From an optimization exercise on the open Yosys and OpenROAD flow, aimed at small area and a short achievable clock period; shortcuts taken in it are not production practice. In this exercise RTL edits were held to simulation tests only and were not proved equivalent to the original. Power is estimated from default activity; no workload was simulated.

==> flow/design.v (outline; a module is shown in full before it is edited, if it fits) <==
// module fa_cell: 4 lines
// module ha_cell: 4 lines
// module booth_sel: 5 lines
// module booth_seln: 5 lines
// module xnor2_cell: 3 lines
// module oai22_cell: 3 lines
// module xor2_cell: 3 lines
// module fp_mul_tree_a: 1108 lines
// module fp_mul_tree_b: 58 lines
// module fp_add_lo: 43 lines
// module fp_add_hi: 252 lines
// module fp_add48: 475 lines
// module ao21_cell: 3 lines
// module and2_cell: 3 lines
// module fp_norm_shift: 20 lines
// module fp_round_inc: 11 lines
// module fp_prefix_and: 10 lines
// module fp_lzc24: 11 lines
// module fp32_mul: 213 lines
module fp32_mul
(
    input  logic        clk,
    input  logic        rst_n,
    input  logic [31:0] a,
    input  logic [31:0] b,
    input  logic        in_valid,
    output logic        out_valid,
    output logic [31:0] result
);
  // ...
==> flow/flow/run.sh <==
#!/bin/bash
# Own layout flow: the standard layout (standard.sh, ORFS from synthesis
# to finish, synthesis unchanged) with two changes to how the layout is made:
#  - repair_timing aims below the clock period: a path with less than
#    SETUP_SLACK_MARGIN ns of setup slack is treated as one to fix;
#  - the port buffers that buffer_ports inserts on every input and output
#    are sky130_fd_sc_hd__buf_2 rather than the cell it picks by default.
# Each tool's full output stays in orfs/logs; make's output in standard.log.
set -euo pipefail
export SETUP_SLACK_MARGIN=5.4
export BUFFER_PORTS_ARGS="-buffer_cell sky130_fd_sc_hd__buf_2"
bash standard.sh > standard.log 2>&1
==> flow/standard.sh <==
#!/bin/bash
# synth_recipe.tcl (not shown) runs the flow's synth.tcl, then flattens the netlist and writes it again
# the make line also repeats each setting of config.mk as NAME=value (left out here)
make -C /OpenROAD-flow-scripts/flow DESIGN_CONFIG=/design/flow/config.mk WORK_HOME=/design/flow/orfs CLKGATE_MAP_FILE= SYNTH_SCRIPT=/design/flow/synth_recipe.tcl "${@:-finish}"
==> flow/config.mk <==
export PLATFORM = sky130hd
export DESIGN_NAME = fp32_mul
export DESIGN_NICKNAME = fp32_mul
export VERILOG_FILES = /design/flow/design.v
export SDC_FILE = /design/flow/constraint.sdc
export NUM_CORES = 4
export LEC_CHECK = 0
export CAP_MARGIN = 20
export CORE_MARGIN = 2
export CORE_UTILIZATION = 40
export CTS_CLUSTER_DIAMETER = 100
export CTS_CLUSTER_SIZE = 25
export SLEW_MARGIN = 20
export SYNTH_HIERARCHICAL = 1
export SYNTH_MINIMUM_KEEP_SIZE = 0
==> flow/constraint.sdc <==
create_clock -name core_clock -period 8.5 [get_ports {clk}]
set_input_delay 1.7000 -clock core_clock [delete_from_list [all_inputs] [get_ports {clk}]]
set_output_delay 1.7000 -clock core_clock [all_outputs]
set_load 0.01 [all_outputs]
==> flow_metrics.tcl, run 1 <==
set metrics [dict create \
    place_ws_ps 4550 \
    status "no timing/DRC/antenna violations" \
    utilization_pct 44.3 \
    hpwl_um 51500 \
    synth_top_area_share_pct 30.7 \
    max_freq_mhz 323 \
    ys_ff_latch 403 \
    port_buffers 99 \
    met1_usage_pct 29.1 \
    cts_hold_buffers 0 \
    comb.multi_input.count 1801 \
    pwr-share-seq_pct 29.2 \
    worst_slew_pin_slew_ps 1110 \
    die_h_um 259 \
    multi_input_area_share_pct 60.5 \
    final-clk-cell-share_pct 2.34 \
    avgSynthCellArea_um2 11.1 \
    signal_buffers 144 \
    post-route-min-period_ps 3090 \
    bufAreaShareNonClock_pct 3.50 \
    p_int_mw 6.30 \
    yosys.area_share.xor_xnor_pct 13.4 \
    synth_fa_ha_area_share_pct 25.0 \
    syn_area_mm2 0.0260 \
    hold_class "reg2reg" \
    whs_path_depth 0 \
    drive_above_1_share_pct 11.8 \
    ys_async_sr_fraction_pct 1.24 \
    p_leak_nw 11.8 \
    num-fill-cells 6006 \
    ios 100 \
    drtAntennaViolNets 0 \
    dp.cells 3281 \
    drt-total-wl_um 73200 \
    cts_tree "yes" \
    area_delta_synth_final_pct 9.64 \
    p_comb_share_pct 60.3 \
    tns_ps 0 \
    peakVddDrop_mv 0.228 \
    largest_reg_flops 140 \
]
==> run 2, diff against run 1 <==
--- a/flow/flow/run.sh
+++ b/flow/flow/run.sh
@@ -7,6 +7,6 @@
 #    are sky130_fd_sc_hd__buf_2 rather than the cell it picks by default.
 # Each tool's full output stays in orfs/logs; make's output in standard.log.
 set -euo pipefail
-export SETUP_SLACK_MARGIN=5.4
+export SETUP_SLACK_MARGIN=5.3
 export BUFFER_PORTS_ARGS="-buffer_cell sky130_fd_sc_hd__buf_2"
 bash standard.sh > standard.log 2>&1
==> flow_metrics.tcl, run 2 <==
set metrics [dict create \
    reg2reg_from "neg1[7]" \
    clk_pin_slew_ps 100 \
    ys_types 68 \
    overflow 0 \
    hold_violations 0 \
    synth_top_cell_by_area "dfxtp_1" \
    grt_pass1_wl_um 114000 \
    ys_seq_area_share_pct 31.1 \
    synth-edff-count 0 \
    worst_slew_pin_slew_ps 1110 \
    cp-start-kind "register" \
    final_cell_mix "364 x dfxtp_1, 276 x o22ai_1, 271 x fa_1, 220 x xor2_1, 174 x xnor2_1" \
    drt-pass1-iter-count 6 \
    ys_async_sr_fraction_pct 1.24 \
    die_h_um 259 \
    port_buffers 99 \
    core_mm2 0.0643 \
    dpl_cell_area_mm2 0.0275 \
    totalPowerFinal_mw 11.0 \
    area_delta_synth_final_pct 9.13 \
    required_ps 8950 \
    max_freq_mhz 318 \
    slew_violations 0 \
    ios 100 \
    gp_congestion 0.900 \
    ys_ff_latch 403 \
    drtAntennaViolNets 0 \
    hold_class "reg2reg" \
    post-route-min-period_ps 3150 \
    wire_per_inst_um 21.9 \
    avgSynthCellArea_um2 11.1 \
    chipWidth_um 259 \
    drc 0 \
    antenna_found_initial 1 \
    largestRegisters "m2: 140 flops, prod3: 48 flops, result: 32 flops" \
    synth_ff_type "dfxtp_1" \
    grt_max_degree 42 \
    cts_made_buffers 22 \
    largest_reg_flops 140 \
    top_register "m2" \
    hold_path_end "ge255_4" \
    root_buffer "clkbuf_16" \
    tns_ps 0 \
    cts.sinks 403 \
    synth.most_common_cell "dfxtp_1" \
    fin_cells 3322 \
    dp.cells 3283 \
    drv_cap 0 \
    drt-total-wl_um 72800 \
    r2r_setup_slack_ps 5350 \
    whs_path_depth 0 \
    setup_viol 0 \
    yosys-top-cells-area "dfxtp_1 31%, fa_1 21%, xor2_1 7.4%, o22ai_1 6.6%, xnor2_1 5.9%" \
    r2r_cells 5 \
    synth_cells 2346 \
    via_count 18896 \
    max_slew_margin_pct 25.6 \
    viasPerCell 5.69 \
    r2r-end "m2[78]" \
    start_util_pct 40.4 \
    critPathCaptureType "register" \
    cts_max_level 1 \
    grt_use_total_pct 21.5 \
    drtIter0Drc 1790 \
    final.setup_skew_ps 26.7 \
    fin_crit_sh_pct 37.0 \
    powerDensity_mw_per_mm2 388 \
    fp-row-count 93 \
    drive_above_1_share_pct 11.6 \
    crit_type "reg2reg" \
    grt_pass1_vias 19537 \
    synth_common_cells "398 x dfxtp_1, 276 x o22ai_1, 271 x fa_1" \
    hpwl_um 51500 \
    cts.path.max_buffers 3 \
    p_leak_nw 11.7 \
    min-delay-start "ge255_3" \
    grt_setup_unrepaired "no" \
    status "no timing/DRC/antenna violations" \
    fin_nets 2883 \
    worstPathArrival_ps 3600 \
    final_common_cell "dfxtp_1" \
    synth_top_area_share_pct 30.7 \
    clock_latency_ps 580 \
    die_area_mm2 0.0670 \
    cts_tree "yes" \
    syn_area_mm2 0.0260 \
    ys_warn_count 10 \
    crit_fanout 13 \
    peakVddDrop_mv 0.234 \
    final_cell_area_mm2 0.0284 \
]
[run 2: modules after synthesis (local to each module, per instance), excerpt]
| module | cells inside | cell area [µm²] | copies in the design | flops+latches |
|---|---|---|---|---|
| xor2_cell | 1 | 8.76 | 132 | 0 |
| ha_cell | 1 | 12.5 | 22 | 0 |
| xnor2_cell | 1 | 8.76 | 144 | 0 |
| fp_add48 | 95 | 1020 | 1 | 0 |
| fa_cell | 1 | 20.0 | 264 | 0 |
| fp_norm_shift | 220 | 2000 | 1 | 0 |
| oai22_cell | 1 | 6.26 | 276 | 0 |
| fp_round_inc | 23 | 201 | 1 | 0 |
| and2_cell | 1 | 6.26 | 77 | 0 |
[run 2: how the worst max path moves through the flow]
| stage | to | slack, ps | start | depth (start not counted) |
|---|---|---|---|---|
| final | m2[78] | 5350 | neg1[7] | 5 |
| after global routing | m2[72] | 5310 | neg1[7] | 5 |
| after CTS | m2[78] | 5300 | neg1h_n[7] | 5 |
| after detailed placement | result[6] | 4510 | rup4 | 7 |
| after global placement | result[7] | 4690 | rup4 | 7 |
| after floorplan | m2[75] | 5350 | one1_n[12] | 6 |
[run 2: critical path: stages, from the launching register on]
cell and delay [ps]:
dfxtp_1 900, xor2_1 220, fa_1 500, fa_1 440
fa_1 450, fa_1 520
[run 2: metrics by stage]
step	hold WS [ps]	util [%]	setup slack [ps]
global placement	313	42.7	4690
finish	331	44.1	5350
global route	339	44.1	5310
floorplan	310	-	5350
CTS	333	43.8	5300
detailed placement	312	42.7	4510
[run 2: where the power goes]
group	leakage [nW]	switching, mW	internal [mW]
sequential	3.41	0.555	2.66
clock	0.325	0.657	0.499
combinational	7.98	3.53	3.11
total	11.7	4.74	6.27
[run 2: final cells by class]
type                            count  area [µm²]
Clock buffer                       23         564
Clock inverter                      7         106
Timing Repair Buffer              143         890
Inverter                           88         330
Multi-Input combinational cell   1801       17200
Antenna cell                        2        5.00
Fill cell                        5990       36000
Sequential cell                   403        8180
Tap cell                          855        1070
[run 2: routing by layer]
layer | vias up | routed length (µm) | track usage [%]
li1 | 8483 | - | -
met1 | 9312 | 31800 | 29.6
met2 | 941 | 33000 | 34.5
met3 | 158 | 5840 | 3.46
met4 | 2 | 2210 | 7.31
met5 | - | 13 | 0
[run 2: cells by family after synthesis]
family          after synthesis  share of synthesized area [%]
xor+xnor                    395                           13.4
flops                       403                           31.1
fa+ha+maj                   358                           25.0
buf+inv                     149                           2.84
simple gates                380                           7.65
other cells                   2                         0.0289
mux                         129                           6.37
compound gates              530                           13.6
[run 2: repair_timing]
item                       4_1_cts  5_1_grt
setup buffers                    2        5
hold buffers                     0        0
gates resized for setup         34       36
setup endpoints to repair       99       98
gates cloned                     0        0
pin swaps                        1        2
==> run 3, diff against run 2 <==
--- a/flow/flow/run.sh
+++ b/flow/flow/run.sh
@@ -7,6 +7,6 @@
 #    are sky130_fd_sc_hd__buf_2 rather than the cell it picks by default.
 # Each tool's full output stays in orfs/logs; make's output in standard.log.
 set -euo pipefail
-export SETUP_SLACK_MARGIN=5.3
+export SETUP_SLACK_MARGIN=5.5
 export BUFFER_PORTS_ARGS="-buffer_cell sky130_fd_sc_hd__buf_2"
 bash standard.sh > standard.log 2>&1
==> flow_metrics.tcl, run 3 <==
set metrics [dict create \
    cts_made_buffers 22 \
    die_h_um 259 \
    drt-total-wl_um 80100 \
    ys_async_sr_fraction_pct 1.24 \
    hpwl_um 52000 \
    max_freq_mhz 337 \
    synth_fa_ha_area_share_pct 25.0 \
    ys_ff_latch 403 \
    tns_ps 0 \
    reg2reg_from "sa1_n[11]" \
    drt-pass1-iter-count 6 \
    drc 0 \
    critPathCaptureType "register" \
    cts_tree "yes" \
    viasPerCell 5.81 \
    crit_type "reg2reg" \
    synthSimpleGateAreaFrac_pct 7.65 \
    worst_slew_pin_slew_ps 903 \
    final.setup_skew_ps 28.7 \
    yosys-top-cells-area "dfxtp_1 31%, fa_1 21%, xor2_1 7.4%, o22ai_1 6.6%, xnor2_1 5.9%" \
    required_ps 8940 \
    port_buffers 99 \
    crit_fanout 13 \
    synth_top_cell_by_area "dfxtp_1" \
    cp-startpoint "sa1_n[11]" \
    synth_compound_gate_area_share_pct 13.6 \
    final_common_cell "dfxtp_1" \
    r2r-end "m2[93]" \
    largestRegisters "m2: 140 flops, prod3: 48 flops, result: 32 flops" \
    r2r_setup_slack_ps 5530 \
    path_buf_inv 1 \
    start_util_pct 40.4 \
    critPathTopFamily "adder cells" \
    powerDensity_mw_per_mm2 391 \
    ios 100 \
    p_leak_nw 12.2 \
    fin_nets 2938 \
    peakVddDrop_mv 0.210 \
    r2r_cells 7 \
    p_sw_share_pct 43.2 \
    max_slew_margin_pct 39.7 \
    clk_pin_slew_ps 100 \
    synth_common_cells "398 x dfxtp_1, 276 x o22ai_1, 271 x fa_1" \
    worst_hold_slack_ps 329 \
    final_cell_mix "341 x dfxtp_1, 266 x o22ai_1, 264 x fa_1, 216 x xor2_1, 174 x xnor2_1" \
    fp-row-count 93 \
    whs_path_depth 0 \
    power_frac_clock_pct 10.4 \
    core_mm2 0.0643 \
    die_area_mm2 0.0670 \
    antenna_found_initial 1 \
    grt_max_degree 42 \
    status "no timing/DRC/antenna violations" \
    grt_pass1_wl_um 118000 \
    ys_warn_count 10 \
    hold_path_end "e0_4[3]" \
    cpMostUsedCell "fa_1" \
    grt_pass1_vias 19784 \
    worstPathArrival_ps 3410 \
    grt_setup_unrepaired "yes" \
    hold_class "reg2reg" \
    hold_violations 0 \
    yosys.area_share.xor_xnor_pct 13.4 \
    cp-start-kind "register" \
    pwr-share-seq_pct 27.9 \
    setup_viol 0 \
    synth_top_area_share_pct 30.7 \
    top_register "m2" \
    overflow 0 \
    clock_latency_ps 580 \
    synth-edff-count 0 \
    gp_congestion 0.897 \
    synth.most_common_cell "dfxtp_1" \
    crit_path_cell_trace "buf_12 > o22ai_1 > xor2_1 > fa_1 > fa_1 > fa_1 > fa_1" \
    post-route-min-period_ps 2970 \
    synth_cells 2346 \
    p_int_mw 6.57 \
    wire_per_inst_um 23.7 \
    drive_above_1_share_pct 15.8 \
    slowest_stage "fa_1" \
    syn_area_mm2 0.0260 \
    root_buffer "clkbuf_16" \
    slew_violations 0 \
    netSwitchingPower_mw 4.99 \
    min-delay-start "e0_3[3]" \
    area_delta_synth_final_pct 13.7 \
    grt_use_total_pct 22.6 \
    drtIter0Drc 2226 \
    utilization_pct 45.9 \
    largest_reg_flops 140 \
    cts.path.max_buffers 3 \
    fin_crit_sh_pct 35.0 \
    chipWidth_um 259 \
    ys_seq_area_share_pct 31.1 \
    cts_hold_buffers 0 \
    cts_max_level 1 \
    synth.area.mux_share_pct 6.37 \
    drtAntennaViolNets 0 \
    synth_ff_type "dfxtp_1" \
    p_comb_share_pct 61.7 \
    drv_cap 0 \
    cts.sinks 403 \
    via_count 19628 \
    synth_top_family_by_area "adder cells" \
    ys_types 68 \
    slowest_delay_ps 510 \
    avgSynthCellArea_um2 11.1 \
]
run 3: modules after synthesis, one instance, submodules excluded, a selection:
module         cells  area (µm²)  times used
fp_mul_tree_a    104         589           1
fp_prefix_and     45         240           1
fp_add48          95        1020           1
fp_round_inc      23         201           1
ao21_cell          1        7.51         123
and2_cell          1        6.26          77
fp_norm_shift    220        2000           1
fp_lzc24          48         270           2
fa_cell            1        20.0         264
oai22_cell         1        6.26         276
fp32_mul         719       10200           1
xor2_cell          1        8.76         132
xnor2_cell         1        8.76         144
ha_cell            1        12.5          22
run 3: layout make-up:
type                            instances  area (µm²)
Antenna cell                            1        2.50
Sequential cell                       403        8270
Clock inverter                          9         124
Multi-Input combinational cell       1803       17400
Clock buffer                           24         568
Timing Repair Buffer                  196        1760
Tap cell                              855        1070
Fill cell                            5928       34800
Inverter                               88         330
run 3: how the worst max path moves through the flow:
stage                            to  slack (ps)  cells past startpoint
after floorplan              m2[69]        5500                      6
after global placement    result[5]        4740                      7
after detailed placement  result[0]        4650                      7
after CTS                    m2[63]        5500                      6
after global routing         m2[84]        5440                      7
final                        m2[93]        5530                      7
run 3: metrics by stage:
step | instances | total power [mW] | setup WS (ps) | area (µm²)
2_1_floorplan | 2353 | 7.86 | 5500 | 26000
3_3_place_gp | 3274 | 9.67 | 4740 | 27400
3_5_place_dp | 3274 | 9.84 | 4650 | 27400
4_1_cts | 3323 | 11.2 | 5500 | 28500
5_1_grt | 3378 | 12.5 | 5440 | 29600
6_report | 3379 | 11.6 | 5530 | 29600
run 3: per-layer routing:
layer | up-vias | wire (µm) | GRT usage, %
met5 | - | 9 | 0
met4 | 2 | 3720 | 8.73
met3 | 280 | 7340 | 3.85
met2 | 1185 | 36700 | 36.6
met1 | 9559 | 32400 | 30.2
li1 | 8602 | - | -
run 3: logic make-up (layout without fill, tap and decap cells):
family,Yosys count,count (layout)
AOI/OAI and AO/OA,530,532
and+or+nand+nor,380,380
buffers and inverters,149,317
muxes,129,129
xor gates and xnor gates,395,395
adders and majority gates,358,358
DFF,403,403
other,2,10
run 3: what timing repair did:
action                     in CTS  in global routing
gates cloned                    0                 12
gates resized for setup        92                 94
setup buffers                  16                 43
setup endpoints to repair     141                 81
pin swaps                       3                 24
run 3: power by group through the flow:
stage                     logic, mW  registers (mW)  clock network, mW
after floorplan                4.75            3.10                  0
after global placement         6.39            3.27                  0
after detailed placement       6.55            3.29                  0
after CTS                      6.70            3.23               1.24
after global routing           7.89            3.28               1.31
final                          7.13            3.22               1.20
run 3: worst reg2reg max path, cell delays in order, from the launching register on:
cell	delay (ps)
dfxtp_4	390
buf_12	160
o22ai_1	250
xor2_1	200
fa_1	490
fa_1	520
fa_1	410
fa_1	430

[what the ideal ports hide]
In the flow no input, the clock included, has a driving cell. The finished layouts below were timed again as built, in two steps.
Step 1: set_driving_cell puts a clkbuf_16 on clk and a buf_2 on each other input, an assumption about the parent block.
Step 2 times the ports against the registers' clock, not the clock port: input delays grow and output delays shrink by t, the midpoint of the rising clock arrivals with the driver on.
Slacks: ideal ports / drivers / drivers and shift; pairs: ideal ports / drivers.
run	t (ns)	setup WS [ns]	cell pins on the clock port's net
run 1	0.621	5.406 / 5.406 / 4.881	1
run 2	0.631	5.354 / 5.354 / 4.863	1
run 3	0.625	5.528 / 5.528 / 5.151	1
After both steps setup and hold are still met in every run listed. For run 1, which loses most, drivers alone change the setup slack by 0.000 ns; drivers and shift together by -0.525 ns.
